What follows belongs to an exercise in optimizing a design on an open flow for small area and a short achievable clock period; a production flow would make more cautious choices.
The RTL was checked by simulation tests, not by an equivalence proof against the original design.
Power is estimated from default activity; no workload was simulated.

**flow/config.mk**
```make
export PLATFORM = sky130hd
export DESIGN_NAME = dla_core
export DESIGN_NICKNAME = dla_core
export VERILOG_FILES = /design/flow/design.v
export SDC_FILE = /design/flow/constraint.sdc
export NUM_CORES = 4
export LEC_CHECK = 0
export CAP_MARGIN = 20
export CORE_MARGIN = 2
export CORE_UTILIZATION = 40
export SLEW_MARGIN = 20
```
**flow/constraint.sdc**
```tcl
create_clock -name core_clock -period 9.0 [get_ports {clock}]
set_input_delay 1.8000 -clock core_clock [delete_from_list [all_inputs] [get_ports {clock}]]
set_output_delay 1.8000 -clock core_clock [all_outputs]
set_load 0.01 [all_outputs]
```
**flow/design.v**
```verilog
package dla_pkg;
    localparam int DIM_WID   = 6;
    localparam int DEPTH_WID = 4;
    localparam int SHIFT_WID = 5;
    localparam int ADDR_WID  = 16;
    typedef struct packed {
        logic [DIM_WID-1:0]   tile_length;
        logic [DIM_WID-1:0]   tile_height;
        logic [DEPTH_WID-1:0] valid_num;
        logic [SHIFT_WID-1:0] qtf_shift;
    } tile_cfg_t;
    typedef struct packed {
        logic [DIM_WID-1:0] row;
        logic [DIM_WID-1:0] col;
        logic               tile_last;
        logic [SHIFT_WID-1:0] qtf_shift;
    } pixel_pos_t;
    typedef struct packed {
        logic       valid;
        logic       first;
        logic       last;
        pixel_pos_t pos;
    } mac_cmd_t;
endpackage
`timescale 1ns/100ps
import dla_pkg::*;
module tile_sequencer #(
    parameter int SIZE     = 8,
    parameter int DATA_WID = 16
) (
    input  logic                          clock,
    input  logic                          rst,
    input  logic                          tile_start,
    input  logic [DIM_WID-1:0]            tile_length,
    input  logic [DIM_WID-1:0]            tile_height,
    input  logic [DEPTH_WID-1:0]          valid_num,
    input  logic [SHIFT_WID-1:0]          qtf_shift,
    input  logic                          beat_valid,
    input  logic signed [DATA_WID-1:0]    ifm_pixel,
    input  logic [SIZE-1:0][DATA_WID-1:0] wgt_vec,
    output logic                          busy,
    output dla_pkg::tile_cfg_t                     cfg,
    output dla_pkg::mac_cmd_t                      cmd,
    output logic signed [DATA_WID-1:0]    cmd_pixel,
    output logic [SIZE-1:0][DATA_WID-1:0] cmd_wgt
);
    logic [DEPTH_WID-1:0] beat_cnt;
    logic [DIM_WID-1:0]   col_cnt;
    logic [DIM_WID-1:0]   row_cnt;
    logic accept;
    logic beat_first;
    logic beat_last;
    logic col_last;
    logic row_last;
    assign accept     = busy && beat_valid;
    assign beat_first = (beat_cnt == '0);
    assign beat_last  = (beat_cnt == cfg.valid_num - DEPTH_WID'(1));
    assign col_last   = (col_cnt == cfg.tile_length - DIM_WID'(1));
    assign row_last   = (row_cnt == cfg.tile_height - DIM_WID'(1));
    always_ff @(posedge clock) begin
        if (rst) begin
            busy     <= 1'b0;
            cfg      <= '0;
            beat_cnt <= '0;
            col_cnt  <= '0;
            row_cnt  <= '0;
        end else if (!busy) begin
            if (tile_start) begin
                busy            <= 1'b1;
                cfg.tile_length <= tile_length;
                cfg.tile_height <= tile_height;
                cfg.valid_num   <= valid_num;
                cfg.qtf_shift   <= qtf_shift;
                beat_cnt        <= '0;
                col_cnt         <= '0;
                row_cnt         <= '0;
            end
        end else if (accept) begin
            if (!beat_last) begin
                beat_cnt <= beat_cnt + DEPTH_WID'(1);
            end else begin
                beat_cnt <= '0;
                if (!col_last) begin
                    col_cnt <= col_cnt + DIM_WID'(1);
                end else begin
                    col_cnt <= '0;
                    if (!row_last) begin
                        row_cnt <= row_cnt + DIM_WID'(1);
                    end else begin
                        row_cnt <= '0;
                        busy    <= 1'b0;
                    end
                end
            end
        end
    end
    always_ff @(posedge clock) begin
        if (rst) begin
            cmd <= '0;
        end else begin
            cmd.valid <= accept;
            if (accept) begin
                cmd.first         <= beat_first;
                cmd.last          <= beat_last;
                cmd.pos.row       <= row_cnt;
                cmd.pos.col       <= col_cnt;
                cmd.pos.tile_last <= col_last && row_last;
                cmd.pos.qtf_shift <= cfg.qtf_shift;
            end
        end
    end
    always_ff @(posedge clock) begin
        if (accept) begin
            cmd_pixel <= ifm_pixel;
            cmd_wgt   <= wgt_vec;
        end
    end
endmodule
`timescale 1ns/100ps
import dla_pkg::*;
module mac_row #(
    parameter int SIZE     = 8,
    parameter int DATA_WID = 16,
    parameter int ACC_WID  = 40
) (
    input  logic                          clock,
    input  logic                          rst,
    input  dla_pkg::mac_cmd_t                      cmd,
    input  logic signed [DATA_WID-1:0]    cmd_pixel,
    input  logic [SIZE-1:0][DATA_WID-1:0] cmd_wgt,
    output logic                          psum_valid,
    output logic [SIZE-1:0][ACC_WID-1:0]  psum_vec,
    output dla_pkg::pixel_pos_t                    psum_pos
);
    dla_pkg::mac_cmd_t                          prod_cmd;
    logic [SIZE-1:0][2*DATA_WID-1:0]   prod;
    always_ff @(posedge clock) begin
        if (rst) begin
            prod_cmd <= '0;
        end else begin
            prod_cmd <= cmd;
        end
    end
    always_ff @(posedge clock) begin
        if (cmd.valid) begin
            for (int i = 0; i < SIZE; i++) begin
                prod[i] <= cmd_pixel * $signed(cmd_wgt[i]);
            end
        end
    end
    always_ff @(posedge clock) begin
        if (rst) begin
            psum_valid <= 1'b0;
        end else begin
            psum_valid <= prod_cmd.valid && prod_cmd.last;
        end
    end
    always_ff @(posedge clock) begin
        if (prod_cmd.valid) begin
            for (int i = 0; i < SIZE; i++) begin
                if (prod_cmd.first) begin
                    psum_vec[i] <= ACC_WID'($signed(prod[i]));
                end else begin
                    psum_vec[i] <= psum_vec[i] + ACC_WID'($signed(prod[i]));
                end
            end
            psum_pos <= prod_cmd.pos;
        end
    end
endmodule
`timescale 1ns/100ps
import dla_pkg::*;
module qtf_unit #(
    parameter int SIZE     = 8,
    parameter int DATA_WID = 16,
    parameter int ACC_WID  = 40
) (
    input  logic                          clock,
    input  logic                          rst,
    input  logic [SIZE-1:0][DATA_WID-1:0] bias,
    input  logic                          psum_valid,
    input  logic [SIZE-1:0][ACC_WID-1:0]  psum_vec,
    input  dla_pkg::pixel_pos_t                    psum_pos,
    output logic                          q_valid,
    output logic [SIZE-1:0][DATA_WID-1:0] q_vec,
    output dla_pkg::pixel_pos_t                    q_pos
);
    function automatic logic [DATA_WID-1:0] quantize(
        input logic [ACC_WID-1:0]   psum,
        input logic [DATA_WID-1:0]  b,
        input logic [SHIFT_WID-1:0] sh
    );
        logic signed [ACC_WID:0]      sum;
        logic signed [ACC_WID:0]      shifted;
        logic [ACC_WID-DATA_WID+1:0]  upper;
        sum     = (ACC_WID+1)'($signed(psum)) + (ACC_WID+1)'($signed(b));
        shifted = sum >>> sh;
        upper   = shifted[ACC_WID:DATA_WID-1];
        if (&upper || ~|upper) begin
            quantize = shifted[DATA_WID-1:0];
        end else if (shifted[ACC_WID]) begin
            quantize = {1'b1, {(DATA_WID-1){1'b0}}};
        end else begin
            quantize = {1'b0, {(DATA_WID-1){1'b1}}};
        end
    endfunction
    always_ff @(posedge clock) begin
        if (rst) begin
            q_valid <= 1'b0;
        end else begin
            q_valid <= psum_valid;
        end
    end
    always_ff @(posedge clock) begin
        if (psum_valid) begin
            for (int i = 0; i < SIZE; i++) begin
                q_vec[i] <= quantize(psum_vec[i], bias[i], psum_pos.qtf_shift);
            end
            q_pos <= psum_pos;
        end
    end
endmodule
`timescale 1ns/100ps
import dla_pkg::*;
module glb_writer #(
    parameter int SIZE     = 8,
    parameter int DATA_WID = 16
) (
    input  logic                          clock,
    input  logic                          rst,
    input  logic [ADDR_WID-1:0]           of_base_addr,
    input  logic [ADDR_WID-1:0]           of_page_length,
    input  logic                          q_valid,
    input  logic [SIZE-1:0][DATA_WID-1:0] q_vec,
    input  dla_pkg::pixel_pos_t                    q_pos,
    output logic                          of_wr_en,
    output logic [ADDR_WID-1:0]           of_wr_addr,
    output logic [SIZE-1:0][DATA_WID-1:0] of_wr_data,
    output logic                          tile_done
);
    logic [ADDR_WID-1:0] row_offset;
    logic [ADDR_WID-1:0] pixel_addr;
    assign row_offset = ADDR_WID'(q_pos.row) * of_page_length;
    assign pixel_addr = of_base_addr + row_offset + ADDR_WID'(q_pos.col);
    always_ff @(posedge clock) begin
        if (rst) begin
            of_wr_en  <= 1'b0;
            tile_done <= 1'b0;
        end else begin
            of_wr_en  <= q_valid;
            tile_done <= q_valid && q_pos.tile_last;
        end
    end
    always_ff @(posedge clock) begin
        if (q_valid) begin
            of_wr_addr <= pixel_addr;
            of_wr_data <= q_vec;
        end
    end
endmodule
`timescale 1ns/100ps
import dla_pkg::*;
module dla_core #(
    parameter int SIZE     = 8,
    parameter int DATA_WID = 16,
    parameter int ACC_WID  = 40
) (
    input  logic                          clock,
    input  logic                          rst,
    input  logic                          tile_start,
    input  logic [DIM_WID-1:0]            tile_length,
    input  logic [DIM_WID-1:0]            tile_height,
    input  logic [DEPTH_WID-1:0]          valid_num,
    input  logic [SHIFT_WID-1:0]          qtf_shift,
    input  logic [SIZE*DATA_WID-1:0]      bias,
    output logic                          busy,
    input  logic                          beat_valid,
    input  logic signed [DATA_WID-1:0]    ifm_pixel,
    input  logic [SIZE*DATA_WID-1:0]      wgt_vec,
    input  logic [ADDR_WID-1:0]           of_base_addr,
    input  logic [ADDR_WID-1:0]           of_page_length,
    output logic                          of_wr_en,
    output logic [ADDR_WID-1:0]           of_wr_addr,
    output logic [SIZE*DATA_WID-1:0]      of_wr_data,
    output logic                          tile_done
);
    dla_pkg::tile_cfg_t                     cfg;
    dla_pkg::mac_cmd_t                      cmd;
    logic signed [DATA_WID-1:0]    cmd_pixel;
    logic [SIZE-1:0][DATA_WID-1:0] cmd_wgt;
    logic                          psum_valid;
    logic [SIZE-1:0][ACC_WID-1:0]  psum_vec;
    dla_pkg::pixel_pos_t                    psum_pos;
    logic                          q_valid;
    logic [SIZE-1:0][DATA_WID-1:0] q_vec;
    dla_pkg::pixel_pos_t                    q_pos;
    tile_sequencer #(.SIZE(SIZE), .DATA_WID(DATA_WID)) u_tile_sequencer (
        .clock       (clock),
        .rst         (rst),
        .tile_start  (tile_start),
        .tile_length (tile_length),
        .tile_height (tile_height),
        .valid_num   (valid_num),
        .qtf_shift   (qtf_shift),
        .beat_valid  (beat_valid),
        .ifm_pixel   (ifm_pixel),
        .wgt_vec     (wgt_vec),
        .busy        (busy),
        .cfg         (cfg),
        .cmd         (cmd),
        .cmd_pixel   (cmd_pixel),
        .cmd_wgt     (cmd_wgt)
    );
    mac_row #(.SIZE(SIZE), .DATA_WID(DATA_WID), .ACC_WID(ACC_WID)) u_mac_row (
        .clock       (clock),
        .rst         (rst),
        .cmd         (cmd),
        .cmd_pixel   (cmd_pixel),
        .cmd_wgt     (cmd_wgt),
        .psum_valid  (psum_valid),
        .psum_vec    (psum_vec),
        .psum_pos    (psum_pos)
    );
    qtf_unit #(.SIZE(SIZE), .DATA_WID(DATA_WID), .ACC_WID(ACC_WID)) u_qtf_unit (
        .clock       (clock),
        .rst         (rst),
        .bias        (bias),
        .psum_valid  (psum_valid),
        .psum_vec    (psum_vec),
        .psum_pos    (psum_pos),
        .q_valid     (q_valid),
        .q_vec       (q_vec),
        .q_pos       (q_pos)
    );
    glb_writer #(.SIZE(SIZE), .DATA_WID(DATA_WID)) u_glb_writer (
        .clock          (clock),
        .rst            (rst),
        .of_base_addr   (of_base_addr),
        .of_page_length (of_page_length),
        .q_valid        (q_valid),
        .q_vec          (q_vec),
        .q_pos          (q_pos),
        .of_wr_en       (of_wr_en),
        .of_wr_addr     (of_wr_addr),
        .of_wr_data     (of_wr_data),
        .tile_done      (tile_done)
    );
endmodule
```
**flow/run.sh**
```bash
#!/bin/bash
# synth_recipe.tcl (not shown) runs the flow's synth.tcl, then flattens the netlist and writes it again
# the make line also repeats each setting of config.mk as NAME=value (left out here)
make -C /OpenROAD-flow-scripts/flow DESIGN_CONFIG=/design/flow/config.mk WORK_HOME=/design/flow/orfs CLKGATE_MAP_FILE= SYNTH_SCRIPT=/design/flow/synth_recipe.tcl finish
```
==> run summary <==
-- placed cells by master (no fill, tap or decap), types with 54 or more instances in the layout --
cell             netlist  layout
nor3_1               298     298
o21bai_1             134     134
xnor2_1              553     553
a211oi_1             241     241
o211ai_1             107     107
and3_1               122     122
nand3_1              275     275
or3_1                 83      83
mux2_2               114     114
a21oi_1              984     984
o31ai_1               86      86
ha_1                1327    1327
mux4_2                92      92
nor2b_1              146     146
o21a_1               124     124
a21o_1               342     342
dfxtp_1               84      79
clkbuf_16              0     156
a211o_1               54      54
mux2i_1              484     484
inv_1               2597    2594
nand4_1               98      98
a31oi_1              135     134
edfxtp_1            1023    1023
xor2_1               269     269
nand2_1             1965    1961
and2_1              1177    1177
buf_4                  3     204
nand2b_1             171     171
nor2_1               966     955
clkdlybuf4s50_1        0     474
fa_1                2175    2175
o21ai_0              797     797
-- per-stage QoR --
step           power [W]  area (um^2)
4_1_cts           0.0620       189000
3_5_place_dp      0.0553       184000
6_report          0.0625       189000
5_1_grt           0.0682       189000
3_3_place_gp      0.0547       184000
2_1_floorplan     0.0398       173000
-- how the worst max path moves through the flow --
stage / startpoint / endpoint / slack, ns / cells past startpoint
after CTS: u_tile_sequencer.cmd_pixel[10] / u_mac_row.prod[95] / 1.02 / 22
final: u_tile_sequencer.cmd_wgt[4] / u_mac_row.prod[29] / 0.97 / 24
after global placement: bias[80] / u_qtf_unit.q_vec[93] / 0.66 / 22
after floorplan: u_mac_row.prod_cmd[20] / u_mac_row.psum_pos[0] / 0.56 / 0
after detailed placement: bias[32] / u_qtf_unit.q_vec[34] / 0.54 / 21
after global routing: u_tile_sequencer.cmd_pixel[6] / u_mac_row.prod[222] / 0.46 / 25
-- power breakdown --
group,internal [W],switching (W)
logic,0.0181,0.0289
registers,0.00844,0.000701
clock network,0.00371,0.00264
total,0.0302,0.0323
-- state kept, by name, summed over array words and instances, names as in the netlist, 4 cells and up --
| signal | count |
|---|---|
| u_glb_writer.of_wr_data | 128 |
| u_qtf_unit.q_pos | 13 |
| u_tile_sequencer.cmd | 21 |
| u_tile_sequencer.cfg | 21 |
| u_tile_sequencer.cmd_pixel | 16 |
| u_mac_row.prod | 256 |
| u_glb_writer.of_wr_addr | 16 |
| u_mac_row.psum_pos | 18 |
| u_mac_row.psum_vec | 320 |
| u_tile_sequencer.col_cnt | 6 |
| u_qtf_unit.q_vec | 128 |
| u_tile_sequencer.beat_cnt | 4 |
| u_tile_sequencer.row_cnt | 6 |
| u_tile_sequencer.cmd_wgt | 128 |
| u_mac_row.prod_cmd | 21 |
-- worst max-delay path, delay by kind of cell (launching register included) --
kind            cells  cell delay [ns]
compound gates      9             2.58
fa+ha+maj           7             2.94
flops               1             0.70
simple gates        5             0.90
xor+xnor            1             0.42
buf+inv             2             0.09
-- logic make-up (layout without fill, tap and decap cells) --
group | after synthesis | in the layout | synth area share
other cells | 0 | 17 | 0
buf+inv | 3531 | 3592 | 0.0770
simple gates | 5594 | 5594 | 0.158
flops | 1107 | 1107 | 0.187
fa+ha+maj | 3502 | 3502 | 0.347
compound gates | 3739 | 3739 | 0.141
mux | 690 | 690 | 0.0474
xor+xnor | 822 | 822 | 0.0416
-- area by class of cell --
class	count	area (um^2)
well taps	5710	7140
multi-input cells	14347	127000
flip-flops and latches	1107	32400
inverters	2602	9800
clock buffers	179	3990
fillers	41785	242000
repair buffers	719	7070
diodes	17	42.5
clock inverters	92	1070
-- per-layer routing --
layer,vias up,part of all wire
li1,64052,-
met1,69089,0.47
met2,4888,0.42
met3,772,0.075
met4,40,0.039
met5,-,0.00042
==> results.yml <==
setup_path:
  path_class: "register to register"
  cp_common_cell: "fa_1"
  cpMaxStageDelayCell: "o41ai_1"
  reg2reg_to: "u_mac_row.prod[29]"
  cp_cell_sequence: "and2_1, fa_1, fa_1, ha_1, fa_1, inv_1, fa_1, fa_1, inv_1, ha_1, a21oi_1, o21bai_1, a21oi_1, nor2b_1, o31ai_1, a21oi_1, nand4_1, nand3_1, o41ai_1, o211a_1, a21oi_1, a41oi_1, nor2b_1, xnor2_1"
  rr_startpoint: "u_tile_sequencer.cmd_wgt[4]"
  cp_max_fo: 16
  crit_path_max_incr_delay_ns: 0.71
  worst_r2r_path_depth: 24
  worstPathRequired_ns: 9.55
  rrSetupSlack_ns: 0.97
  startpoint_type: "register"
  cp.arrival_ns: 8.59
  critPathCaptureType: "register"
hold_path:
  hold_depth: 0
  holdPathEnd: "u_glb_writer.of_wr_data[105]"
  min_path_type: "register to register"
  min_from: "u_qtf_unit.q_vec[105]"
yosys:
  syn_area_per_cell_um2: 9.12
  ys_seq_elements: 1107
  synth_ff_type: "edfxtp_1"
  synth_most_common_cell: "inv_1"
  synth_async_sr_flop_share: 0
  synth-seq-area-share: 0.187
  yosysTopAreaCellShare: 0.251
  ys_top_cells_by_count: "inv_1 (2597), fa_1 (2175), nand2_1 (1965)"
  yosys_warnings: 4
  synth.cell_area_um2: 173000
  yosysUniqueCellTypes: 125
  syn-num-nets: 22816
  synth-edff-count: 1023
  netlist_top_cells_area: "fa_1 (25%), edfxtp_1 (18%), ha_1 (9.6%)"
  synth_top_cell_by_area: "fa_1"
  synth_cells: 18985
pwr:
  power.leakage_nw: 83.4
  vdd.ir_drop.worst_v: 0.000784
  p_per_area_nw_per_um2: 331
clock_tree:
  hold_buffers: 0
  clockBufferDepth: 4
  cts_tree: "built"
  clock-sinks: 1107
  worstSkewPairLatency_ns: 0.92
  clockRootBuffer: "clkbuf_16"
  post_cts_resized: 0
  cts_setup_buffers: 0
  clkTransAtPathRegs_ns: 0.06
  numCtsBuffers: 153
  cts_max_level: 4
place:
  dp_cells: 24484
  place_congestion: 0.962
  dp_slack_ns: 0.537
  hpwl_um: 450000
  portBuffers: 475
floorplan:
  die_h_um: 662
  die_x_um: 662
  core_area_um2: 431000
  io_pins: 476
  initial_utilization: 0.402
  placementRows: 241
  die_area_um2: 438000
sta:
  period_share: 0.893
  tightest_slew_ns: 1.27
  relSlewSlack: 0.147
  fin_tns_setup_ns: 0
  max_freq_ghz: 0.124
  skew_ns: 0.0617
  whs_ns: 0.397
  setup_viol_count_final: 0
  grt_setup_unrepaired: "no"
  setup_slack_ns: 0.966
  drv_slew: 0
  finalHoldViolCount: 0
  finalCriticalPeriod_ns: 8.03
drt:
  avgViaCountPerCell: 5.60
  routed_wl_um: 566000
  wl_per_cell_um: 22.8
  num_vias: 138841
  drc: 0
  antenna_violating_nets_post_route: 0
  first_pass_iters: 6
  drt_iter0_markers: 12588
global_routing:
  grt_pass1_vias: 136098
  grt.total_usage: 0.256
  grt_start_max_net_pins: 199
  grt-ovfl-total: 0
  grt_use_met1: 0.383
  gr-usage-met2: 0.374
  gr-usage-met3: 0.0399
  grt_pass1_wl_um: 862000
  antenna_found_initial: 64
  busiest_layer: "met1"
final_layout:
  instances_no_fill: 24773
  final_util: 0.439
  syn2layout_area_growth_pct: 9.17
  final_layout_size_suffix_gt1_frac: 0.0449
  fin_nets: 22761
status:
  status: "no timing/DRC/antenna violations"
flow_run:
  max_cap_viol_count: 0

-- separate check: timing with driven ports --
Ports are ideal in the flow. The routed layout listed here was re-timed in OpenROAD.
Step 1 (the two cells are an assumption about what drives the block):
set clk [get_ports {clock}]
set_driving_cell -lib_cell sky130_fd_sc_hd__clkbuf_16 $clk
set_driving_cell -lib_cell sky130_fd_sc_hd__buf_2 [delete_from_list [all_inputs] $clk]
Step 2, shift: input delay + t, output delay - t, t = (earliest + latest rising clock arrival at the registers) / 2. This alone moves slack from input paths to output paths.
Slacks: no drivers / after step 1 / after step 2; pairs: no drivers / after step 1.
t (ns): 1.006
slack for setup (ns): 0.966 / 0.966 / 0.141
hold WS [ns]: 0.397 / 0.397 / 0.397
After both steps setup and hold are still met in this run. For this run, drivers alone change the setup slack by 0.000 ns; drivers and shift together by -0.825 ns.
